Source: an optimization exercise on an open RTL-to-GDS flow (aim: small area and few clock cycles per item). Production flows keep margins and buffers that such runs may drop. Only simulation tests tie the RTL to the original design; equivalence was not proved. Power is estimated from default activity; no workload was simulated.

==> design/flow/design.v <==
package pndm_pkg;
    typedef struct packed {
        logic        mode;
        logic [9:0]  raw_gas;
        logic [9:0]  raw_clutch;
        logic [31:0] now_ms;
    } in_t;
    typedef struct packed {
        logic       clutch_alert;
        logic       gas_alert;
        logic [6:0] gas_percent;
    } out_t;
    typedef struct packed {
        logic [2:0]  enables;
        logic [9:0]  gas_idle_max;
        logic [9:0]  gas_full_min;
        logic [9:0]  clutch_margin;
        logic [7:0]  clutch_repeat;
        logic [31:0] window_ms_q;      
        logic [31:0] timeout_ms_q;
        logic [31:0] cooldown_ms_q;
    } cfg_t;
    localparam int PADDR_W = 5;
    localparam logic [31:0] TQ_MASK = 32'hAAAA_AAAA;
    localparam logic [31:0] LQ_MASK = 32'h5555_5555;
    localparam int REG_IDX_W = 3;
    localparam logic [REG_IDX_W-1:0] REG_ENABLES       = 3'd0;
    localparam logic [REG_IDX_W-1:0] REG_GAS_IDLE_MAX  = 3'd1;
    localparam logic [REG_IDX_W-1:0] REG_GAS_FULL_MIN  = 3'd2;
    localparam logic [REG_IDX_W-1:0] REG_CLUTCH_MARGIN = 3'd3;
    localparam logic [REG_IDX_W-1:0] REG_CLUTCH_REPEAT = 3'd4;
    localparam logic [REG_IDX_W-1:0] REG_WINDOW_MS     = 3'd5;
    localparam logic [REG_IDX_W-1:0] REG_TIMEOUT_MS    = 3'd6;
    localparam logic [REG_IDX_W-1:0] REG_COOLDOWN_MS   = 3'd7;
    localparam logic [2:0]  RST_ENABLES       = 3'd7;
    localparam logic [9:0]  RST_GAS_IDLE_MAX  = 10'd51;
    localparam logic [9:0]  RST_GAS_FULL_MIN  = 10'd951;
    localparam logic [9:0]  RST_CLUTCH_MARGIN = 10'd51;
    localparam logic [7:0]  RST_CLUTCH_REPEAT = 8'd4;
    localparam logic [31:0] RST_WINDOW_MS     = 32'd30000;
    localparam logic [31:0] RST_TIMEOUT_MS    = 32'd10000;
    localparam logic [31:0] RST_COOLDOWN_MS   = 32'd60000;
    localparam int EN_MIRROR = 0;
    localparam int EN_CLUTCH = 1;
    localparam int EN_GAS    = 2;
    localparam logic MODE_SAMPLE    = 1'b0;
    localparam logic MODE_RECONNECT = 1'b1;
    localparam int unsigned MIN_USAGE_PCT = 20;
    localparam int unsigned PCT_SCALE     = 100;
endpackage
module pndm_fa (
    input  logic a,
    input  logic b,
    input  logic c,
    output logic s,
    output logic k
);
    assign s = a ^ b ^ c;
    assign k = (a & b) | (a & c) | (b & c);
endmodule
module pndm_nand2 (input logic a, input logic b, output logic y);
    assign y = ~(a & b);
endmodule
module pndm_nor2 (input logic a, input logic b, output logic y);
    assign y = ~(a | b);
endmodule
module pndm_o21ai (input logic a1, input logic a2, input logic b1, output logic y);
    assign y = ~((a1 | a2) & b1);
endmodule
module pndm_ha (
    input  logic a,
    input  logic b,
    output logic s,
    output logic k
);
    assign s = a ^ b;
    assign k = a & b;
endmodule
module pndm_elapsed (
    input  logic [31:0] now_q,
    input  logic [31:0] t_q,
    input  logic [31:0] lim_q,
    output logic        over
);
    logic [32:0] c;       
    logic [31:0] d_q;     
    logic [31:0] unused_k;
    logic        c_out, gt_n;
    pndm_chain #(.N(32), .ODD_FIRST(0)) u_sub (
        .xq(now_q), .yq(t_q), .ci(1'b1), .c(c), .co(c_out)
    );
    for (genvar i = 0; i < 32; i++) begin : g_d
        pndm_fa u_d (.a(now_q[i]), .b(t_q[i]), .c(c[i]), .s(d_q[i]), .k(unused_k[i]));
    end
    pndm_chain #(.N(32), .ODD_FIRST(1)) u_cmp (
        .xq(d_q), .yq(lim_q), .ci(1'b1), .c(), .co(gt_n)
    );
    assign over = ~gt_n;
endmodule
module pndm_chain #(
    parameter int N = 32,
    parameter int ODD_FIRST = 0
) (
    input  logic [N-1:0] xq,
    input  logic [N-1:0] yq,
    input  logic         ci,
    output logic [N:0]   c,
    output logic         co
);
    assign c[0] = ci;
    for (genvar i = 0; i < N; i++) begin : g_st
        logic g, p;
        if ((i + ODD_FIRST) % 2 == 0) begin : g_inv
            pndm_nor2  u_g (.a(xq[i]), .b(yq[i]), .y(g));
            pndm_nand2 u_p (.a(xq[i]), .b(yq[i]), .y(p));
            pndm_o21ai u_c (.a1(c[i]), .a2(g), .b1(p), .y(c[i+1]));
        end else begin : g_true
            pndm_nand2 u_g (.a(xq[i]), .b(yq[i]), .y(g));
            pndm_nor2  u_p (.a(xq[i]), .b(yq[i]), .y(p));
            pndm_o21ai u_c (.a1(p), .a2(c[i]), .b1(g), .y(c[i+1]));
        end
    end
    assign co = c[N];
endmodule
module pedal_noise_and_drift_monitor #(
    parameter int unsigned TRAVEL_MAX = 1023
) (
    input  logic                          aclk,
    input  logic                          aresetn,
    input  logic                          s_valid,
    output logic                          s_ready,
    input  logic [52:0]                   s_data,
    output logic                          m_valid,
    input  logic                          m_ready,
    output logic [8:0]                    m_data,
    input  logic                          psel,
    input  logic                          penable,
    input  logic                          pwrite,
    input  logic [pndm_pkg::PADDR_W-1:0]  paddr,
    input  logic [31:0]                   pwdata,
    output logic [31:0]                   prdata,
    output logic                          pready
);
    pndm_pkg::in_t  s_item;
    pndm_pkg::out_t result;
    logic out_valid_reg;
    logic accept;
    assign s_item  = pndm_pkg::in_t'(s_data);
    assign s_ready = !out_valid_reg || m_ready;
    assign accept  = s_valid && s_ready;
    assign m_valid = out_valid_reg;
    assign m_data  = 9'(result);
    always_ff @(posedge aclk) begin
        if (!aresetn) begin
            out_valid_reg <= 1'b0;
        end else if (s_ready) begin
            out_valid_reg <= s_valid;
        end
    end
    pndm_pkg::cfg_t                 cfg_reg;
    logic [pndm_pkg::REG_IDX_W-1:0] idx;
    logic                 wr_en;
    assign idx    = paddr[pndm_pkg::PADDR_W-1:2];
    assign wr_en  = psel && penable && pwrite;
    assign pready = 1'b1;
    always_ff @(posedge aclk) begin
        if (!aresetn) begin
            cfg_reg.enables       <= pndm_pkg::RST_ENABLES;
            cfg_reg.gas_idle_max  <= pndm_pkg::RST_GAS_IDLE_MAX;
            cfg_reg.gas_full_min  <= pndm_pkg::RST_GAS_FULL_MIN;
            cfg_reg.clutch_margin <= pndm_pkg::RST_CLUTCH_MARGIN;
            cfg_reg.clutch_repeat <= pndm_pkg::RST_CLUTCH_REPEAT;
            cfg_reg.window_ms_q   <= pndm_pkg::RST_WINDOW_MS ^ pndm_pkg::LQ_MASK;
            cfg_reg.timeout_ms_q  <= pndm_pkg::RST_TIMEOUT_MS ^ pndm_pkg::LQ_MASK;
            cfg_reg.cooldown_ms_q <= pndm_pkg::RST_COOLDOWN_MS ^ pndm_pkg::LQ_MASK;
        end else if (wr_en) begin
            unique case (idx)
                pndm_pkg::REG_ENABLES:       cfg_reg.enables       <= pwdata[2:0];
                pndm_pkg::REG_GAS_IDLE_MAX:  cfg_reg.gas_idle_max  <= pwdata[9:0];
                pndm_pkg::REG_GAS_FULL_MIN:  cfg_reg.gas_full_min  <= pwdata[9:0];
                pndm_pkg::REG_CLUTCH_MARGIN: cfg_reg.clutch_margin <= pwdata[9:0];
                pndm_pkg::REG_CLUTCH_REPEAT: cfg_reg.clutch_repeat <= pwdata[7:0];
                pndm_pkg::REG_WINDOW_MS:     cfg_reg.window_ms_q   <= pwdata ^ pndm_pkg::LQ_MASK;
                pndm_pkg::REG_TIMEOUT_MS:    cfg_reg.timeout_ms_q  <= pwdata ^ pndm_pkg::LQ_MASK;
                pndm_pkg::REG_COOLDOWN_MS:   cfg_reg.cooldown_ms_q <= pwdata ^ pndm_pkg::LQ_MASK;
            endcase
        end
    end
    logic [7:0] rsel;
    for (genvar k = 0; k < 8; k++) begin : g_rsel
        assign rsel[k] = (idx == 3'(k));
    end
    assign prdata = ({32{rsel[pndm_pkg::REG_ENABLES]}}       & 32'(cfg_reg.enables))
                  | ({32{rsel[pndm_pkg::REG_GAS_IDLE_MAX]}}  & 32'(cfg_reg.gas_idle_max))
                  | ({32{rsel[pndm_pkg::REG_GAS_FULL_MIN]}}  & 32'(cfg_reg.gas_full_min))
                  | ({32{rsel[pndm_pkg::REG_CLUTCH_MARGIN]}} & 32'(cfg_reg.clutch_margin))
                  | ({32{rsel[pndm_pkg::REG_CLUTCH_REPEAT]}} & 32'(cfg_reg.clutch_repeat))
                  | ({32{rsel[pndm_pkg::REG_WINDOW_MS]}}     & (cfg_reg.window_ms_q ^ pndm_pkg::LQ_MASK))
                  | ({32{rsel[pndm_pkg::REG_TIMEOUT_MS]}}    & (cfg_reg.timeout_ms_q ^ pndm_pkg::LQ_MASK))
                  | ({32{rsel[pndm_pkg::REG_COOLDOWN_MS]}}   & (cfg_reg.cooldown_ms_q ^ pndm_pkg::LQ_MASK));
    function automatic logic cmp32(input logic [31:0] a, input logic [31:0] b,
                                   input logic ci);
        logic c;
        c = ci;
        for (int i = 0; i < 32; i++) begin
            c = (a[i] & ~b[i]) | ((a[i] | ~b[i]) & c);
        end
        cmp32 = c;
    endfunction
    function automatic logic [31:0] add32(input logic [31:0] a, input logic [31:0] b,
                                          input logic ci);
        logic c;
        c = ci;
        for (int i = 0; i < 32; i++) begin
            add32[i] = a[i] ^ b[i] ^ c;
            c = (a[i] & b[i]) | (a[i] & c) | (b[i] & c);
        end
    endfunction
    logic [9:0]  prev_clutch_reg;
    logic [7:0]  stuck_count_reg;
    logic        racing_reg;
    logic [6:0]  peak_pct_reg;
    logic [31:0] full_time_q_reg;
    logic [31:0] activity_time_q_reg;
    logic [31:0] alert_time_q_reg;
    logic        clutch_alert_reg;
    logic        gas_alert_reg;
    logic [9:0]  gas, clutch;
    logic [10:0] dc;
    logic [7:0]  stuck_mid;
    logic        gas_idle, near, stuck_hit, clutch_fire;
    logic        restart, idle_expire, racing_new, at_full, window_due;
    logic        gas_fire;
    logic [6:0]  gas_pct, peak_base, peak_max;
    logic [14:0] g25;
    logic [17:0] pct_sum;
    logic        is_rc, en_c, en_g, step_s, step_c, step_g;
    logic [31:0] now_dq, now_q;
    logic        exp_act, exp_full, exp_alert;
    logic        ld_full, ld_act, ld_alert, ld_prev;
    assign is_rc  = s_item.mode;
    assign en_c   = cfg_reg.enables[pndm_pkg::EN_CLUTCH];
    assign en_g   = cfg_reg.enables[pndm_pkg::EN_GAS];
    assign step_s = accept && !is_rc;
    assign step_c = step_s && en_c;
    assign step_g = step_s && en_g;
    assign now_q = s_item.now_ms ^ ~pndm_pkg::TQ_MASK;
    for (genvar i = 0; i < 10; i++) begin : g_mirror
        logic unused_g, unused_c;
        pndm_ha u_g (.a(s_item.raw_gas[i]), .b(cfg_reg.enables[pndm_pkg::EN_MIRROR]),
                     .s(gas[i]), .k(unused_g));
        pndm_ha u_c (.a(s_item.raw_clutch[i]), .b(cfg_reg.enables[pndm_pkg::EN_MIRROR]),
                     .s(clutch[i]), .k(unused_c));
    end
    pndm_elapsed u_exp_act (
        .now_q (now_q), .t_q (activity_time_q_reg), .lim_q (cfg_reg.timeout_ms_q), .over (exp_act)
    );
    pndm_elapsed u_exp_full (
        .now_q (now_q), .t_q (full_time_q_reg), .lim_q (cfg_reg.window_ms_q), .over (exp_full)
    );
    pndm_elapsed u_exp_alert (
        .now_q (now_q), .t_q (alert_time_q_reg), .lim_q (cfg_reg.cooldown_ms_q), .over (exp_alert)
    );
    always_comb begin
        g25     = 15'(add32(32'({gas, 4'd0}), add32(32'({gas, 3'd0}), 32'(gas), 1'b0), 1'b0));
        pct_sum = 18'(add32(32'({g25, 2'd0}), 32'(g25[14:8]), 1'b1));
        gas_pct = pct_sum[16:10];
        gas_idle  = !cmp32(32'(gas), 32'(cfg_reg.gas_idle_max), 1'b0);
        dc        = 11'(add32(32'(clutch), ~(32'(prev_clutch_reg)), 1'b1));
        near      = cmp32(32'(cfg_reg.clutch_margin),
                          32'(dc[9:0] ^ {10{dc[10]}}), !dc[10]);
        stuck_hit = gas_idle && (clutch != '0) && near;
        stuck_mid = stuck_hit ? 8'(add32(32'(stuck_count_reg), 32'd0, 1'b1)) : 8'd0;
        clutch_fire = cmp32(32'(stuck_mid), 32'(cfg_reg.clutch_repeat), 1'b1);
        restart     = !gas_idle && !racing_reg;
        idle_expire = exp_act;
        racing_new  = !gas_idle || (racing_reg && !idle_expire);
        peak_base   = restart ? '0 : peak_pct_reg;
        peak_max    = cmp32(32'(gas_pct), 32'(peak_base), 1'b0) ? gas_pct : peak_base;
        at_full     = cmp32(32'(gas), 32'(cfg_reg.gas_full_min), 1'b1);
        window_due  = !restart
                   && exp_full && exp_alert;
        gas_fire    = racing_new && !at_full && window_due
                   && cmp32(32'(peak_max), 32'(pndm_pkg::MIN_USAGE_PCT), 1'b0);
    end
    assign result.clutch_alert = clutch_alert_reg;
    assign result.gas_alert    = gas_alert_reg;
    assign result.gas_percent  = gas_alert_reg ? peak_pct_reg : 7'd0;
    for (genvar i = 0; i < 32; i++) begin : g_now_d
        if (pndm_pkg::TQ_MASK[i]) begin : g_inv
            pndm_nand2 u_d (.a(now_q[i]), .b(aresetn), .y(now_dq[i]));
        end else begin : g_true
            pndm_nor2 u_d (.a(now_q[i]), .b(!aresetn), .y(now_dq[i]));
        end
    end
    assign ld_full  = !aresetn || (accept && is_rc)
                   || (step_g && (restart || (racing_new && at_full)));
    assign ld_act   = !aresetn || (accept && is_rc) || (step_g && !gas_idle);
    assign ld_alert = !aresetn || (step_g && gas_fire);
    assign ld_prev  = !aresetn || (accept && is_rc) || step_c;
    always_ff @(posedge aclk) begin
        if (ld_full) full_time_q_reg <= now_dq;
        if (ld_act) activity_time_q_reg <= now_dq;
        if (ld_alert) alert_time_q_reg <= now_dq;
        if (ld_prev) prev_clutch_reg <= (aresetn && !is_rc) ? clutch : 10'd0;
    end
    always_ff @(posedge aclk) begin
        if (!aresetn) begin
            stuck_count_reg   <= '0;
            racing_reg        <= 1'b0;
            peak_pct_reg      <= '0;
            clutch_alert_reg  <= 1'b0;
            gas_alert_reg     <= 1'b0;
        end else if (accept) begin
            clutch_alert_reg <= 1'b0;
            gas_alert_reg    <= 1'b0;
            if (is_rc) begin
                stuck_count_reg   <= '0;
                racing_reg        <= 1'b0;
                peak_pct_reg      <= '0;
            end else begin
                if (en_c) begin
                    stuck_count_reg  <= clutch_fire ? 8'd0 : stuck_mid;
                    clutch_alert_reg <= clutch_fire;
                end
                if (en_g) begin
                    racing_reg <= racing_new;
                    if (racing_new && at_full) begin
                        peak_pct_reg <= '0;
                    end else if (racing_new) begin
                        peak_pct_reg <= peak_max;
                    end else begin
                        peak_pct_reg <= peak_base;
                    end
                    if (gas_fire) begin
                        gas_alert_reg  <= 1'b1;
                    end
                end
            end
        end
    end
endmodule
==> design/flow/flow/run.sh <==
#!/bin/bash
# Layout flow: the standard ORFS flow, with smaller port buffers and a
# clock tree without dummy loads. Each step's output goes to a log of its own.
set -euo pipefail
bash standard.sh synth > synth.log 2>&1
bash standard.sh \
    "BUFFER_PORTS_ARGS=-buffer_cell sky130_fd_sc_hd__buf_1" \
    "CTS_ARGS=-sink_clustering_enable -repair_clock_nets -dont_use_dummy_load -root_buf sky130_fd_sc_hd__clkbuf_8 -buf_list sky130_fd_sc_hd__clkbuf_4 -sink_clustering_size 8 -sink_clustering_max_diameter 80" \
    RECOVER_POWER=100 \
    finish > layout.log 2>&1
==> design/flow/standard.sh <==
#!/bin/bash
# synth_recipe.tcl (not shown) runs the flow's synth.tcl, then flattens the netlist and writes it again
# the make line also repeats each setting of config.mk as NAME=value (left out here)
make -C /OpenROAD-flow-scripts/flow DESIGN_CONFIG=/design/flow/config.mk WORK_HOME=/design/flow/orfs CLKGATE_MAP_FILE= SYNTH_SCRIPT=/design/flow/synth_recipe.tcl "${@:-finish}"
==> design/flow/config.mk <==
export PLATFORM = sky130hd
export DESIGN_NAME = pedal_noise_and_drift_monitor
export DESIGN_NICKNAME = pedal_noise_and_drift_monitor
export VERILOG_FILES = /design/flow/design.v
export SDC_FILE = /design/flow/constraint.sdc
export NUM_CORES = 4
export LEC_CHECK = 0
export ABC_AREA = 1
export CAP_MARGIN = 20
export CORE_MARGIN = 2
export CORE_UTILIZATION = 80
export SLEW_MARGIN = 20
export SYNTH_HIERARCHICAL = 1
==> design/flow/constraint.sdc <==
create_clock -name core_clock -period 12.0 [get_ports {aclk}]
set_input_delay 2.4000 -clock core_clock [delete_from_list [all_inputs] [get_ports {aclk}]]
set_output_delay 2.4000 -clock core_clock [all_outputs]
set_load 0.01 [all_outputs]
==> run_results.csv, run 1 <==
group,metric,value,unit
critical_path,cp.depth,44,
power,ir_drop,0.0982,mV
critical_path,crit_start,"s_data[0]",
detailed_routing,wl_per_cell,17.6,um
layout,area_delta_synth_final,6.40,%
critical_path,timing.rr.start,"cfg_reg[134]",
yosys,syn_area,16200,sq um
sta,max_slew_margin,-164,%
clocking,root_buffer,"clkbuf_8",
critical_path,worstPathRequired,12.15,ns
run_status,so.violations,"capacitance limit, slew limit",
layout,nets,2392,
critical_path,critPathLaunchType,"input port",
detailed_routing,drt_iter0_drc,1577,
job,cap_violations,3,
clocking,postCtsSetupBuffers,0,
sta,fmax,91.9,MHz
place,dpl_cell_area,16900,sq um
floorplanning,dieHeight,146,um
global_route,grt_remaining_overflow,0,
layout,stdcell_area,17200,sq um
critical_path,path_common_cell,"o21ai_1",
critical_path,rr_worst_depth,40,
clocking,tritoncts,"yes",
floorplanning,core.rowCount,52,
detailed_routing,vias,14596,
min_path,hold_start,"stuck_count_reg[5]",
critical_path,crit_type,"in2reg",
global_route,grt_pass1_wl,68000,um
layout,drive_gt1_share,3.28,%
detailed_routing,drt_pass1_iterations,7,
place,port_buffers,137,
critical_path,cp_slowest_stage_delay,0.48,ns
clocking,hold_buffers,0,
clocking,insertion_delay,0.55,ns
global_route,antenna_found_initial,0,
yosys,yosys_warnings,7,
power,powerDensity,117,nW/um^2
global_route,grtUsageTotal,39.8,%
layout,largest_reg_flops,137,
clocking,path_clk_slew,0.09,ns
critical_path,critPathBufInv,5,
critical_path,endpoint_kind,"flop",
sta,setup_viol,0,
detailed_routing,ant_nets,0,
run_status,status,"failed layout checks",
floorplanning,ios,141,
min_path,hold_path_class,"reg2reg",
layout,multiInputGateArea,9070,sq um
floorplanning,coreArea,20000,sq um
sta,finalCritPeriodShare,90.7,%
sta,setup_tns,0,ns
detailed_routing,drt-total-wl,42400,um
sta,fin_worst_skew,0.0577,ns
place,dp_hpwl,30000,um
sta,slew_violations,201,
sta,fin_crit,10.88,ns
yosys,netlist_instances,1993,
critical_path,path_max_fanout,32,
sta,tightest_slew,3.95,ns
detailed_routing,vias_per_cell,6.07,
sta,hold_viol,0,
power,leakage,7.14,nW
floorplanning,die_x,146,um
critical_path,slowest_stage,"buf_4",
layout,nFillCells,1183,
sta,rsz0062_at_grt,"no",
min_path,holdPathStages,2,
critical_path,crit_arrival,11.03,ns
critical_path,critPathTopFamily,"compound AO/OA/AOI/OAI gates",
floorplanning,die_area,21400,sq um
clocking,cts.sinks,262,
clocking,htreeDepth,2,
global_route,grt_pass1_vias,14071,
clocking,postCtsResizedCells,0,
clocking,cts_buffer_depth,3,
layout,regArea,6310,sq um
clocking,cts_buffers,38,
global_route,grt_start_max_net_pins,98,
floorplanning,initial_utilization,80.7,%
yosys,syn_area_per_cell,8.11,sq um
place,place_congestion,0.918,
detailed_routing,drc,0,
==> report_power, final <==
group          switching (mW)  leakage (nW)  internal (mW)  total, mW
Sequential             0.0367          2.30          0.970       1.01
Clock                   0.296         0.188          0.166      0.462
Combinational           0.346          4.65          0.199      0.546
==> metrics by stage <==
| stage | power (mW) | utilization (%) | hold slack [ns] | cells | setup slack, ns |
|---|---|---|---|---|---|
| finish | 2.01 | 85.9 | 0.464 | 2406 | 1.12 |
| floorplan | 1.40 | - | 0.427 | 1999 | 1.45 |
| detailed placement | 1.55 | 84.5 | 0.450 | 2367 | 1.01 |
| CTS | 2.00 | 86.1 | 0.464 | 2405 | 1.47 |
| global route | 2.11 | 85.9 | 0.496 | 2405 | 0.272 |
| global placement | 1.52 | 84.5 | 0.446 | 2367 | 1.22 |
==> cell type report <==
type	instances	area share (%)
multi-input cells	1530	52.7
flip-flops and latches	262	36.6
repair buffers	153	3.51
inverters	152	3.32
well taps	270	1.96
clock buffers	38	1.84
diodes	1	0.0145
==> per-layer routing <==
layer  part of all wire (%)  GRT usage (%)  wire [um]
met1                     36           49.5      15400
met2                     48           67.9      20500
met3                     10           6.50       4320
met4                    5.1           20.2       2150
met5                      0              0          0
==> layout by cell type (no fill, tap or decap), types with 9 or more instances in the layout <==
cell	instances
a21oi_1	89
a221oi_1	9
buf_1	123
clkbuf_1	22
clkbuf_4	33
conb_1	10
dfxtp_1	156
edfxtp_1	106
fa_1	119
ha_1	39
inv_1	146
nand2_1	441
nand3_1	50
nor2_1	329
o211ai_1	14
o21ai_0	134
o21ai_1	190
o21bai_1	11
o22ai_1	30
or2_2	9
==> path summary, 6_finish.rpt <==
kind                               end  slack (ns)
hold / removal      stuck_count_reg[5]        0.46
hold reg to reg     stuck_count_reg[5]        0.46
setup / recovery   full_time_q_reg[27]        1.12
setup reg to reg  alert_time_q_reg[27]        2.39
==> worst register-to-register path: cells and delay by family, from the launching register on <==
family	cells	cell delay (ns)
xor gates and xnor gates	1	0.20
buffers and inverters	6	0.84
and+or+nand+nor	12	0.97
AOI/OAI and AO/OA	3	0.66
adders and majority gates	18	5.58
DFF	1	0.92
Testbench counts, summed over its fixed seeds: cycles 16,008, items 16,000.
==> run 2, diff against run 1 <==
--- a/design/flow/flow/run.sh
+++ b/design/flow/flow/run.sh
@@ -6,5 +6,4 @@
 bash standard.sh \
     "BUFFER_PORTS_ARGS=-buffer_cell sky130_fd_sc_hd__buf_1" \
     "CTS_ARGS=-sink_clustering_enable -repair_clock_nets -dont_use_dummy_load -root_buf sky130_fd_sc_hd__clkbuf_8 -buf_list sky130_fd_sc_hd__clkbuf_4 -sink_clustering_size 8 -sink_clustering_max_diameter 80" \
-    RECOVER_POWER=100 \
     finish > layout.log 2>&1
==> run_results.csv, run 2 <==
group,metric,value,unit
run_status,status,"complete, no violations",
clocking,cts_buffers,38,
critical_path,path_max_fanout,32,
detailed_routing,drt-total-wl,42300,um
layout,area_delta_synth_final,6.68,%
floorplanning,die_x,146,um
layout,diodes,0,
global_route,grt_pass1_wl,68000,um
clocking,tritoncts,"yes",
sta,hold_viol,0,
sta,hold_slack,0.464,ns
layout,drive_gt1_share,4.07,%
power,ir_drop,0.0979,mV
layout,final_util,86.1,%
clocking,cts_buffer_depth,3,
floorplanning,core.rowCount,52,
layout,largest_reg_flops,137,
global_route,antenna_found_initial,0,
place,dp_cells,2367,
critical_path,path_common_cell,"o21ai_1",
power,leakage,7.17,nW
global_route,grt_start_max_net_pins,98,
power,p_sw,0.679,mW
global_route,grt_remaining_overflow,0,
critical_path,rr_worst_depth,40,
yosys,syn_area_per_cell,8.11,sq um
power,clock_power_share,23.0,%
min_path,holdPathStages,2,
place,dp_hpwl,30000,um
critical_path,crit_arrival,10.77,ns
sta,max_slew_margin,33.1,%
layout,nets,2392,
sta,setup_tns,0,ns
floorplanning,ios,141,
layout,final_cell_count_no_fill,2405,
min_path,hold_path_class,"reg2reg",
layout,final_cell_mix,"nand2_1 (438), nor2_1 (328), o21ai_1 (192)",
critical_path,crit_type,"in2reg",
critical_path,cp_slowest_stage_delay,0.46,ns
floorplanning,dieHeight,146,um
sta,finalCritPeriodShare,88.5,%
global_route,grtUsageTotal,39.8,%
power,powerDensity,117,nW/um^2
clocking,insertion_delay,0.57,ns
place,place_congestion,0.918,
critical_path,endpoint_kind,"flop",
sta,fin_worst_skew,0.0721,ns
layout,final_common_cell,"nand2_1",
detailed_routing,drt_pass1_iterations,5,
clocking,path_clk_slew,0.09,ns
clocking,postCtsResizedCells,0,
yosys,syn_area,16200,sq um
floorplanning,coreArea,20000,sq um
sta,fmax,94.2,MHz
critical_path,r2r-end,"alert_time_q_reg[27]",
critical_path,slowest_stage,"fa_1",
power,combPwrFrac,27.1,%
floorplanning,initial_utilization,80.7,%
power,p_seq_share,50.0,%
power,internal_power,1.34,mW
critical_path,worstPathRequired,12.15,ns
clocking,htreeDepth,2,
critical_path,regToRegSetupSlack,2.48,ns
sta,rsz0062_at_grt,"no",
detailed_routing,drt_iter0_drc,1415,
sta,fin_crit,10.62,ns
min_path,hold_start,"stuck_count_reg[5]",
sta,tightest_slew,0.995,ns
global_route,grt_pass1_vias,14071,
clocking,postCtsSetupBuffers,0,
job,cap_violations,0,
detailed_routing,ant_nets,0,
detailed_routing,wl_per_cell,17.6,um
detailed_routing,vias_per_cell,6.06,
sta,setup_viol,0,
min_path,hold_path_end,"stuck_count_reg[5]",
power,p_sw_share,33.7,%
detailed_routing,drc,0,
sta,slew_violations,0,
clocking,hold_buffers,0,
critical_path,critPathLaunchType,"input port",
detailed_routing,vias,14579,
yosys,yosys_warnings,7,
floorplanning,die_area,21400,sq um
clocking,root_buffer,"clkbuf_8",
layout,nFillCells,1165,
place,port_buffers,137,
critical_path,timing.rr.start,"cfg_reg[134]",
yosys,netlist_instances,1993,
clocking,cts.sinks,262,
## run 2: power by group through the flow
stage	registers [mW]	logic [mW]	clock network (mW)
2_1_floorplan	1.02	0.382	0
3_3_place_gp	1.02	0.500	0
3_5_place_dp	1.03	0.527	0
4_1_cts	1.01	0.533	0.460
5_1_grt	1.01	0.608	0.489
6_report	1.01	0.546	0.462
## run 2: final cells by class
cell class	count	area [sq um]	area share, %
Tap cell	270	338	1.96
Clock buffer	38	317	1.83
Inverter	152	571	3.31
Sequential cell	262	6310	36.6
Timing Repair Buffer	153	638	3.70
Multi-Input combinational cell	1530	9080	52.7
## run 2: worst max-delay path by stage
stage / depth (start not counted) / start / slack (ns) / to
CTS: 44 / s_data[0] / 1.47 / full_time_q_reg[27]
global route: 44 / s_data[0] / 0.54 / full_time_q_reg[27]
detailed placement: 44 / s_data[0] / 1.01 / full_time_q_reg[8]
global placement: 41 / s_data[45] / 1.22 / alert_time_q_reg[6]
floorplan: 39 / s_data[45] / 1.45 / alert_time_q_reg[0]
finish: 44 / s_data[0] / 1.38 / full_time_q_reg[27]
## run 2: per-stage QoR
| stage | cell area [sq um] | setup WS (ns) | power (mW) |
|---|---|---|---|
| 4_1_cts | 17300 | 1.47 | 2.00 |
| 2_1_floorplan | 16200 | 1.45 | 1.40 |
| 5_1_grt | 17300 | 0.543 | 2.11 |
| 6_report | 17300 | 1.38 | 2.01 |
| 3_3_place_gp | 16900 | 1.22 | 1.52 |
| 3_5_place_dp | 16900 | 1.01 | 1.55 |
## run 2: critical path, delay by kind of cell
kind / cells / cell delay (ns)
AO/OA/AOI/OAI: 34 / 6.32
buffers and inverters: 5 / 1.22
adder cells (fa/ha/maj): 1 / 0.46
AND/OR/NAND/NOR: 4 / 0.33
## run 2: per-layer routing
layer / track usage (%) / up-vias / wire (um)
li1: - / 6777 / -
met1: 49.5 / 6755 / 15400
met2: 67.9 / 851 / 20500
met3: 6.50 / 196 / 4200
met4: 20.2 / 0 / 2260
met5: 0 / - / 0
==> run 3, diff against run 2 <==
==> design/flow/flow/run.sh (replaced) <==
#!/bin/bash
# Layout flow: the standard ORFS flow, with smaller port buffers and a
# clock tree without dummy loads. Each step's output goes to a log of its own.
set -euo pipefail
bash standard.sh synth > synth.log 2>&1
bash standard.sh \
    "BUFFER_PORTS_ARGS=-buffer_cell sky130_fd_sc_hd__buf_1" \
    "CTS_ARGS=-sink_clustering_enable -repair_clock_nets -dont_use_dummy_load -root_buf sky130_fd_sc_hd__clkbuf_8 -buf_list sky130_fd_sc_hd__clkbuf_4 -sink_clustering_size 9 -sink_clustering_max_diameter 60" \
    finish > layout.log 2>&1
==> run_results.csv, run 3 <==
group,metric,value,unit
sta,finalCritPeriodShare,88.8,%
power,leakage,7.15,nW
clocking,hold_buffers,0,
min_path,hold_path_end,"stuck_count_reg[5]",
sta,setup_viol,0,
sta,hold_viol,0,
critical_path,critPathBufInv,5,
layout,area_delta_synth_final,6.55,%
min_path,holdPathStages,2,
detailed_routing,drt_iter0_drc,1594,
sta,fin_crit,10.65,ns
clocking,root_buffer,"clkbuf_8",
critical_path,timing.rr.start,"cfg_reg[134]",
layout,nets,2389,
detailed_routing,wl_per_cell,17.8,um
sta,fin_worst_skew,0.0775,ns
floorplanning,die_area,21400,sq um
critical_path,critPathLaunchType,"input port",
yosys,syn_area,16200,sq um
critical_path,worstPathRequired,12.16,ns
clocking,cts_buffers,35,
sta,tightest_slew,1.02,ns
global_route,grt_start_max_net_pins,98,
sta,rsz0062_at_grt,"no",
clocking,htreeDepth,2,
global_route,grt_pass1_wl,68200,um
critical_path,path_common_cell,"o21ai_1",
place,dp_hpwl,30000,um
floorplanning,die_x,146,um
detailed_routing,drt_pass1_iterations,6,
min_path,hold_path_class,"reg2reg",
yosys,netlist_instances,1993,
power,internal_power,1.32,mW
clocking,postCtsSetupBuffers,0,
clocking,insertion_delay,0.55,ns
layout,diodes,0,
critical_path,cp_slowest_stage_delay,0.46,ns
sta,max_slew_margin,31.8,%
layout,final_common_cell,"nand2_1",
floorplanning,coreArea,20000,sq um
power,clock_power_share,22.3,%
power,finalPower,2.00,mW
layout,final_cell_count_no_fill,2402,
layout,drive_gt1_share,3.94,%
global_route,grt_pass1_vias,14186,
place,port_buffers,137,
clocking,postCtsResizedCells,0,
layout,nFillCells,1152,
detailed_routing,ant_nets,0,
global_route,grt_remaining_overflow,0,
power,p_sw_share,33.8,%
critical_path,path_max_fanout,32,
place,dp_cells,2367,
sta,slew_violations,0,
clocking,cts.sinks,262,
critical_path,r2r-end,"alert_time_q_reg[15]",
run_status,status,"complete, no violations",
critical_path,endpoint_kind,"flop",
critical_path,crit_type,"in2reg",
yosys,syn_area_per_cell,8.11,sq um
sta,fmax,93.9,MHz
global_route,antenna_found_initial,1,
critical_path,rr_worst_depth,40,
critical_path,critPathTopFamily,"compound AO/OA/AOI/OAI gates",
layout,final_cell_mix,"nand2_1 (438), nor2_1 (328), o21ai_1 (192)",
global_route,grtUsageTotal,39.9,%
clocking,cts_buffer_depth,3,
clocking,path_clk_slew,0.10,ns
power,ir_drop,0.109,mV
clocking,tritoncts,"yes",
power,p_seq_share,50.4,%
critical_path,slowest_stage,"fa_1",
job,cap_violations,0,
place,place_congestion,0.918,
detailed_routing,vias_per_cell,6.11,
floorplanning,ios,141,
floorplanning,dieHeight,146,um
layout,largest_reg_flops,137,
detailed_routing,drt-total-wl,42700,um
power,combPwrFrac,27.3,%
critical_path,crit_arrival,10.81,ns
min_path,hold_start,"stuck_count_reg[5]",
yosys,yosys_warnings,7,
floorplanning,core.rowCount,52,
critical_path,regToRegSetupSlack,2.50,ns
power,p_sw,0.675,mW
sta,setup_tns,0,ns
detailed_routing,vias,14684,
detailed_routing,drc,0,
power,powerDensity,116,nW/um^2
floorplanning,initial_utilization,80.7,%
-- run 3: cell types whose count changed in the layout (fill, tap and decap cells not counted) --
cell / delta
clkbuf_4: -3
-- run 3: worst max-delay path by stage --
stage,from,endpoint,cells past startpoint
finish,s_data[0],full_time_q_reg[25],44
global route,s_data[0],full_time_q_reg[14],44
CTS,s_data[0],full_time_q_reg[25],44
detailed placement,s_data[0],full_time_q_reg[8],44
global placement,s_data[45],alert_time_q_reg[6],41
floorplan,s_data[45],alert_time_q_reg[0],39
-- run 3: power groups by stage --
stage / sequential, mW / combinational (mW) / clock (mW)
after floorplan: 1.02 / 0.382 / 0
after global placement: 1.02 / 0.500 / 0
after detailed placement: 1.03 / 0.527 / 0
after CTS: 1.01 / 0.533 / 0.445
after global routing: 1.01 / 0.608 / 0.477
final: 1.01 / 0.546 / 0.446
-- run 3: cell type report --
| cell class | count | area, sq um | share of cell area (%) |
|---|---|---|---|
| timing repair buffer | 153 | 638 | 3.70 |
| inverter | 152 | 571 | 3.31 |
| sequential | 262 | 6310 | 36.6 |
| tap | 270 | 338 | 1.96 |
| multi-input combinational | 1530 | 9080 | 52.7 |
| clock buffer | 35 | 294 | 1.71 |
-- run 3: stage by stage --
stage	hold WS [ns]	instance area (sq um)	utilization (%)	setup WS [ns]
floorplan	0.427	16200	-	1.45
global placement	0.446	16900	84.5	1.22
detailed placement	0.450	16900	84.5	1.01
CTS	0.465	17200	86.0	1.48
global route	0.498	17200	86.0	0.451
finish	0.465	17200	86.0	1.35
-- run 3: worst register-to-register path: cells and delay by family (launching register included) --
kind | cells | cell delay [ns]
and+or+nand+nor | 12 | 0.97
xor gates and xnor gates | 1 | 0.20
AOI/OAI and AO/OA | 3 | 0.64
buffers and inverters | 6 | 0.80
adders and majority gates | 18 | 5.57
DFF | 1 | 0.93
-- run 3: metal layers --
layer	wire length (um)	GRT usage (%)	vias to the layer above
li1	-	-	6772
met1	15500	49.7	6874
met2	20700	68.1	848
met3	4230	6.22	188
met4	2230	20.6	2
met5	15	0	-
==> run 4, diff against run 3 <==
--- a/design/flow/design.v
+++ b/design/flow/design.v
@@ -85,17 +85,18 @@
     logic [32:0] c;       
     logic [31:0] d_q;     
     logic [31:0] unused_k;
-    logic        c_out, gt_n;
+    logic [32:1] gt_n;
+    assign c[0] = 1'b1;
     pndm_chain #(.N(32), .ODD_FIRST(0)) u_sub (
-        .xq(now_q), .yq(t_q), .ci(1'b1), .c(c), .co(c_out)
+        .xq(now_q), .yq(t_q), .ci(1'b1), .co(c[32:1])
     );
     for (genvar i = 0; i < 32; i++) begin : g_d
         pndm_fa u_d (.a(now_q[i]), .b(t_q[i]), .c(c[i]), .s(d_q[i]), .k(unused_k[i]));
     end
     pndm_chain #(.N(32), .ODD_FIRST(1)) u_cmp (
-        .xq(d_q), .yq(lim_q), .ci(1'b1), .c(), .co(gt_n)
+        .xq(d_q), .yq(lim_q), .ci(1'b1), .co(gt_n)
     );
-    assign over = ~gt_n;
+    assign over = ~gt_n[32];
 endmodule
 module pndm_chain #(
     parameter int N = 32,
@@ -104,10 +105,11 @@
     input  logic [N-1:0] xq,
     input  logic [N-1:0] yq,
     input  logic         ci,
-    output logic [N:0]   c,
-    output logic         co
+    output logic [N:1]   co      
 );
+    logic [N:0] c;
     assign c[0] = ci;
+    assign co   = c[N:1];
     for (genvar i = 0; i < N; i++) begin : g_st
         logic g, p;
         if ((i + ODD_FIRST) % 2 == 0) begin : g_inv
@@ -120,7 +122,6 @@
             pndm_o21ai u_c (.a1(p), .a2(c[i]), .b1(g), .y(c[i+1]));
         end
     end
-    assign co = c[N];
 endmodule
 module pedal_noise_and_drift_monitor #(
     parameter int unsigned TRAVEL_MAX = 1023
@@ -261,17 +262,35 @@
     pndm_elapsed u_exp_alert (
         .now_q (now_q), .t_q (alert_time_q_reg), .lim_q (cfg_reg.cooldown_ms_q), .over (exp_alert)
     );
+    logic [9:0]  near_x, near_y;
+    logic [10:1] near_c;
+    logic [7:0]  fire_x, fire_y;
+    logic [8:1]  fire_c;
+    for (genvar i = 0; i < 10; i++) begin : g_near
+        logic unused_k;
+        assign near_x[i] = cfg_reg.clutch_margin[i] ^ (i % 2 == 0);
+        pndm_ha u_y (.a(dc[i]), .b(dc[10] ^ (i % 2 == 1)), .s(near_y[i]), .k(unused_k));
+    end
+    pndm_chain #(.N(10), .ODD_FIRST(0)) u_near (
+        .xq(near_x), .yq(near_y), .ci(!dc[10]), .co(near_c)
+    );
+    assign near = near_c[10];
+    for (genvar i = 0; i < 8; i++) begin : g_fire
+        assign fire_x[i] = stuck_mid[i] ^ (i % 2 == 0);
+        assign fire_y[i] = cfg_reg.clutch_repeat[i] ^ (i % 2 == 1);
+    end
+    pndm_chain #(.N(8), .ODD_FIRST(0)) u_fire (
+        .xq(fire_x), .yq(fire_y), .ci(1'b1), .co(fire_c)
+    );
+    assign clutch_fire = fire_c[8];
     always_comb begin
         g25     = 15'(add32(32'({gas, 4'd0}), add32(32'({gas, 3'd0}), 32'(gas), 1'b0), 1'b0));
         pct_sum = 18'(add32(32'({g25, 2'd0}), 32'(g25[14:8]), 1'b1));
         gas_pct = pct_sum[16:10];
         gas_idle  = !cmp32(32'(gas), 32'(cfg_reg.gas_idle_max), 1'b0);
         dc        = 11'(add32(32'(clutch), ~(32'(prev_clutch_reg)), 1'b1));
-        near      = cmp32(32'(cfg_reg.clutch_margin),
-                          32'(dc[9:0] ^ {10{dc[10]}}), !dc[10]);
         stuck_hit = gas_idle && (clutch != '0) && near;
         stuck_mid = stuck_hit ? 8'(add32(32'(stuck_count_reg), 32'd0, 1'b1)) : 8'd0;
-        clutch_fire = cmp32(32'(stuck_mid), 32'(cfg_reg.clutch_repeat), 1'b1);
         restart     = !gas_idle && !racing_reg;
         idle_expire = exp_act;
         racing_new  = !gas_idle || (racing_reg && !idle_expire);
==> design/flow/flow/run.sh (replaced) <==
#!/bin/bash
# Layout flow: the standard ORFS flow, with smaller port buffers and a
# clock tree without dummy loads. Each step's output goes to a log of its own.
set -euo pipefail
bash standard.sh synth > synth.log 2>&1
bash standard.sh \
    "BUFFER_PORTS_ARGS=-buffer_cell sky130_fd_sc_hd__buf_1" \
    "CTS_ARGS=-sink_clustering_enable -repair_clock_nets -dont_use_dummy_load -root_buf sky130_fd_sc_hd__clkbuf_8 -buf_list sky130_fd_sc_hd__clkbuf_4 -sink_clustering_size 8 -sink_clustering_max_diameter 80" \
    finish > layout.log 2>&1
--- a/design/flow/config.mk
+++ b/design/flow/config.mk
@@ -8,6 +8,6 @@
 export ABC_AREA = 1
 export CAP_MARGIN = 20
 export CORE_MARGIN = 2
-export CORE_UTILIZATION = 80
+export CORE_UTILIZATION = 88
 export SLEW_MARGIN = 20
 export SYNTH_HIERARCHICAL = 1
==> run_results.csv, run 4 <==
group,metric,value,unit
run_status,firstError,"[ERROR GPL-0301] Utilization 100.692 % exceeds 100%.",
yosys,syn_area,16100,sq um
yosys,syn_area_per_cell,8.15,sq um
yosys,yosys_warnings,7,
run_status,failed_stage,"global placement without I/O",
floorplanning,die_x,139,um
floorplanning,dieHeight,139,um
floorplanning,initial_utilization,89.7,%
run_status,status,"stopped before the end",
floorplanning,core.rowCount,49,
yosys,netlist_instances,1979,
Testbench counts of run 4, summed over its fixed seeds: cycles 16,008, items 16,000.
==> run 5, diff against run 4 <==
--- a/design/flow/config.mk
+++ b/design/flow/config.mk
@@ -8,6 +8,6 @@
 export ABC_AREA = 1
 export CAP_MARGIN = 20
 export CORE_MARGIN = 2
-export CORE_UTILIZATION = 88
+export CORE_UTILIZATION = 80
 export SLEW_MARGIN = 20
 export SYNTH_HIERARCHICAL = 1
==> run_results.csv, run 5 <==
group,metric,value,unit
run_status,status,"complete, no violations",
place,place_congestion,0.949,
detailed_routing,vias,15297,
critical_path,cp_slowest_stage_delay,0.49,ns
yosys,syn_area,16100,sq um
sta,setup_slack,0.681,ns
sta,fin_worst_skew,0.0389,ns
critical_path,critPathLaunchType,"input port",
sta,fmax,88.3,MHz
detailed_routing,wl_per_cell,19.0,um
critical_path,critPathBufInv,5,
layout,largest_reg_flops,137,
global_route,antenna_found_initial,0,
min_path,holdPathStages,2,
floorplanning,die_x,146,um
sta,finalCritPeriodShare,94.3,%
clocking,htreeDepth,2,
job,cap_violations,0,
global_route,grt_pass1_wl,71700,um
detailed_routing,drt_iter0_drc,2131,
power,ir_drop,0.112,mV
detailed_routing,drt_pass1_iterations,8,
global_route,grt_start_max_net_pins,68,
clocking,cts_buffer_depth,3,
layout,nFillCells,1023,
layout,nets,2394,
yosys,yosys_warnings,7,
floorplanning,coreArea,19600,sq um
sta,max_slew_margin,26.7,%
critical_path,regToRegSetupSlack,2.44,ns
layout,drive_gt1_share,3.67,%
clocking,cts_buffers,38,
floorplanning,die_area,21300,sq um
sta,slew_violations,0,
critical_path,timing.rr.start,"activity_time_q_reg[0]",
clocking,postCtsSetupBuffers,0,
critical_path,rr_worst_depth,43,
yosys,netlist_instances,1979,
sta,hold_viol,0,
min_path,hold_path_end,"racing_reg",
min_path,hold_start,"racing_reg",
detailed_routing,drc,0,
detailed_routing,drt-total-wl,45500,um
floorplanning,initial_utilization,82.3,%
critical_path,path_common_cell,"o21ai_1",
detailed_routing,vias_per_cell,6.39,
place,port_buffers,137,
clocking,tritoncts,"yes",
global_route,grt_remaining_overflow,0,
sta,tightest_slew,1.09,ns
critical_path,slowest_stage,"buf_4",
critical_path,critPathTopFamily,"compound AO/OA/AOI/OAI gates",
critical_path,crit_start,"s_data[0]",
critical_path,endpoint_kind,"flop",
sta,setup_tns,0,ns
clocking,root_buffer,"clkbuf_8",
critical_path,crit_arrival,11.47,ns
floorplanning,dieHeight,146,um
sta,setup_viol,0,
sta,fin_crit,11.32,ns
critical_path,r2r-end,"full_time_q_reg[9]",
detailed_routing,ant_nets,0,
yosys,syn_area_per_cell,8.15,sq um
place,dp_hpwl,31800,um
global_route,grt_pass1_vias,14731,
clocking,cts.sinks,262,
critical_path,path_max_fanout,32,
critical_path,crit_type,"in2reg",
clocking,hold_buffers,0,
layout,final_common_cell,"nand2_1",
sta,rsz0062_at_grt,"no",
power,leakage,7.19,nW
global_route,grtUsageTotal,42.0,%
place,dp_slack,0.769,ns
critical_path,worstPathRequired,12.15,ns
clocking,insertion_delay,0.54,ns
layout,final_cell_mix,"nand2_1 (419), nor2_1 (338), o21ai_1 (214)",
floorplanning,ios,141,
layout,final_util,88.1,%
clocking,path_clk_slew,0.11,ns
power,powerDensity,118,nW/um^2
floorplanning,core.rowCount,51,
min_path,hold_path_class,"reg2reg",
clocking,postCtsResizedCells,0,
layout,area_delta_synth_final,7.05,%
critical_path,cp.depth,45,
sta,hold_slack,0.491,ns
## run 5: cell type report
cell class,instances,area [sq um],area share [%]
flip-flops and latches,262,6310,36.5
repair buffers,153,638,3.70
inverters,159,597,3.46
multi-input cells,1515,9070,52.5
well taps,265,332,1.92
clock buffers,38,317,1.83
diodes,1,2.50,0.0145
## run 5: power by group
part           internal (mW)  switching (mW)  total [mW]
logic                  0.201           0.361       0.562
registers              0.970          0.0383        1.01
clock network          0.166           0.298       0.464
total                   1.34           0.697        2.03
## run 5: metal layers
layer | track usage (%) | up-vias | wire length, um
met4 | 22.2 | 0 | 2640
met2 | 70.7 | 1215 | 21800
li1 | - | 6764 | -
met5 | 0 | - | 0
met3 | 7.21 | 275 | 5390
met1 | 52.5 | 7043 | 15700
## run 5: through the flow
step | cells | power (mW) | instance area, sq um
2_1_floorplan | 1986 | 1.40 | 16100
3_3_place_gp | 2354 | 1.53 | 16900
3_5_place_dp | 2354 | 1.56 | 16900
4_1_cts | 2392 | 2.01 | 17300
5_1_grt | 2392 | 2.13 | 17300
6_report | 2393 | 2.03 | 17300
## run 5: worst max path at each step
stage	endpoint	slack [ns]
finish	full_time_q_reg[9]	0.68
detailed placement	full_time_q_reg[14]	0.77
floorplan	alert_time_q_reg[0]	1.41
global placement	alert_time_q_reg[8]	1.10
global route	full_time_q_reg[9]	0.11
CTS	full_time_q_reg[20]	1.11
## run 5: worst register-to-register path: cells and delay by family (launching register included)
kind / cells / cell delay [ns]
buffers and inverters: 3 / 0.75
flip-flops: 1 / 0.44
AND/OR/NAND/NOR: 6 / 0.73
adder cells (fa/ha/maj): 1 / 0.47
AO/OA/AOI/OAI: 33 / 6.74
==> run 6, diff against run 5 <==
--- a/design/flow/config.mk
+++ b/design/flow/config.mk
@@ -9,5 +9,7 @@
 export CAP_MARGIN = 20
 export CORE_MARGIN = 2
 export CORE_UTILIZATION = 80
+export GPL_ROUTABILITY_DRIVEN = 0
+export GPL_TIMING_DRIVEN = 0
 export SLEW_MARGIN = 20
 export SYNTH_HIERARCHICAL = 1
==> run_results.csv, run 6 <==
group,metric,value,unit
layout,multiInputGateArea,9070,sq um
sta,finalCritPeriodShare,91.3,%
sta,max_slew_margin,27.2,%
floorplanning,die_x,146,um
critical_path,critPathTopFamily,"compound AO/OA/AOI/OAI gates",
global_route,grt_pass1_wl,73700,um
floorplanning,dieHeight,146,um
power,combPwrFrac,27.7,%
power,leakage,7.23,nW
clocking,cts_buffers,38,
min_path,hold_path_end,"clutch_alert_reg",
power,clock_power_share,22.9,%
clocking,path_clk_slew,0.09,ns
detailed_routing,drt_iter0_drc,2095,
global_route,use_met3,11.3,%
global_route,use_met2,71.1,%
critical_path,cp_slowest_stage_delay,0.46,ns
floorplanning,core.rowCount,51,
place,port_buffers,136,
layout,largest_reg_flops,137,
floorplanning,ios,141,
critical_path,critPathLaunchType,"input port",
min_path,hold_path_class,"reg2reg",
run_status,status,"complete, no violations",
global_route,grt_remaining_overflow,0,
sta,fin_worst_skew,0.0518,ns
power,powerDensity,117,nW/um^2
critical_path,r2r-end,"alert_time_q_reg[8]",
layout,final_util,89.0,%
detailed_routing,drt-total-wl,46600,um
clocking,insertion_delay,0.56,ns
clocking,htreeDepth,2,
yosys,syn_area,16100,sq um
detailed_routing,vias_per_cell,6.34,
global_route,grt_start_max_net_pins,28,
layout,drive_gt1_share,3.28,%
global_route,grtUsageMet1,52.8,%
sta,fmax,91.3,MHz
clocking,postCtsSetupBuffers,0,
critical_path,path_common_cell,"o21ai_1",
critical_path,crit_type,"in2reg",
clocking,cts_buffer_depth,3,
detailed_routing,drt_pass1_iterations,8,
yosys,syn_area_per_cell,8.15,sq um
layout,nFillCells,1008,
layout,final_cell_mix,"nand2_1 (417), nor2_1 (340), o21ai_1 (213)",
layout,nets,2431,
critical_path,timing.rr.start,"cfg_reg[134]",
clocking,cts.sinks,262,
job,cap_violations,0,
detailed_routing,drc,0,
min_path,hold_start,"clutch_alert_reg",
critical_path,critPathBufInv,5,
sta,slew_violations,0,
sta,hold_viol,0,
clocking,postCtsResizedCells,0,
global_route,grt-busiest-layer,"met2",
layout,regArea,6310,sq um
power,p_sw,0.698,mW
critical_path,rr_worst_depth,42,
global_route,grt_pass1_vias,15097,
global_route,grtUsageTotal,43.7,%
yosys,netlist_instances,1979,
layout,final_common_cell,"nand2_1",
power,p_sw_share,34.2,%
sta,setup_viol,0,
layout,area_delta_synth_final,8.16,%
sta,tightest_slew,1.08,ns
critical_path,worstPathRequired,12.22,ns
global_route,antenna_found_initial,1,
power,internal_power,1.34,mW
critical_path,endpoint_kind,"flop",
sta,setup_tns,0,ns
power,ir_drop,0.102,mV
layout,stdcell_area,17400,sq um
clocking,tritoncts,"yes",
place,dp_hpwl,34400,um
sta,rsz0062_at_grt,"no",
sta,fin_crit,10.95,ns
critical_path,crit_arrival,11.18,ns
power,p_seq_share,49.4,%
sta,setup_slack,1.05,ns
yosys,yosys_warnings,7,
place,dp_slack,0.875,ns
detailed_routing,wl_per_cell,19.1,um
clocking,root_buffer,"clkbuf_8",
place,dpl_cell_area,17100,sq um
clocking,hold_buffers,0,
critical_path,path_max_fanout,27,
floorplanning,die_area,21300,sq um
detailed_routing,ant_nets,0,
detailed_routing,vias,15423,
floorplanning,coreArea,19600,sq um
floorplanning,initial_utilization,82.3,%
critical_path,slowest_stage,"fa_1",
min_path,holdPathStages,2,
critical_path,regToRegSetupSlack,2.36,ns
[run 6: how the worst max path moves through the flow]
stage / from / endpoint / cells after the start
6_report: s_data[0] / full_time_q_reg[8] / 45
5_1_grt: s_data[0] / alert_time_q_reg[8] / 44
4_1_cts: s_data[0] / full_time_q_reg[8] / 45
3_5_place_dp: s_data[0] / full_time_q_reg[5] / 45
3_3_place_gp: s_data[45] / alert_time_q_reg[8] / 40
2_1_floorplan: s_data[45] / alert_time_q_reg[0] / 39
[run 6: final cells by class]
type / instances / share of cell area (%)
tap: 265 / 1.90
multi-input combinational: 1515 / 52.0
sequential: 262 / 36.2
antenna: 3 / 0.0431
inverter: 159 / 3.42
timing repair buffer: 140 / 3.48
buffer: 50 / 1.16
clock buffer: 38 / 1.82
[run 6: metal layers]
metal | vias to the layer above | wire length, um
met5 | - | 0
met4 | 0 | 3090
met3 | 282 | 5860
met2 | 1204 | 21600
met1 | 7096 | 16000
li1 | 6841 | -
[run 6: power groups by stage]
stage / logic, mW / clock network, mW / registers (mW)
after floorplan: 0.379 / 0 / 1.02
after global placement: 0.502 / 0 / 1.03
after detailed placement: 0.542 / 0 / 1.03
after CTS: 0.547 / 0.457 / 1.01
after global routing: 0.629 / 0.497 / 1.01
final: 0.565 / 0.466 / 1.01
[run 6: stage by stage]
step,hold slack [ns],std cells,power (mW)
after floorplan,0.445,1986,1.40
after CTS,0.475,2429,2.01
after global placement,0.454,2387,1.53
final,0.475,2432,2.04
after detailed placement,0.463,2391,1.57
after global routing,0.496,2429,2.14
[run 6: tightest hold or removal path, cell delays in order (launching register included)]
cell	delay (ns)
dfxtp_1	0.32
nand2_1	0.06
a21oi_1	0.05

[re-timing with driven ports]
In the flow no input, the clock included, has a driving cell. The finished layouts below were timed again as built, in two steps. Step 1 (the two cells are an assumption about what drives the block):
set clk [get_ports {aclk}]
set_driving_cell -lib_cell sky130_fd_sc_hd__clkbuf_16 $clk
set_driving_cell -lib_cell sky130_fd_sc_hd__buf_2 [delete_from_list [all_inputs] $clk]
Step 2 adds t to the input delays and takes it off the output delays; t is the mean of the earliest and latest rising clock arrival at the registers after step 1. Input paths then give back, and output paths get back, about the clock's delay inside the block. a / b / c = ideal / step 1 / step 2; a / b = the first two.
| run | shift t [ns] | setup slack, ns | worst setup path after step 2 |
|---|---|---|---|
| run 1 | 0.569 | 1.120 / 1.138 / 0.570 | input to register |
| run 2 | 0.576 | 1.382 / 1.400 / 0.824 | input to register |
| run 3 | 0.556 | 1.348 / 1.367 / 0.810 | input to register |
| run 5 | 0.572 | 0.681 / 0.699 / 0.127 | input to register |
| run 6 | 0.579 | 1.046 / 1.068 / 0.489 | input to register |
For run 2, which loses most, drivers alone change the setup slack by +0.018 ns; drivers and shift together by -0.558 ns.
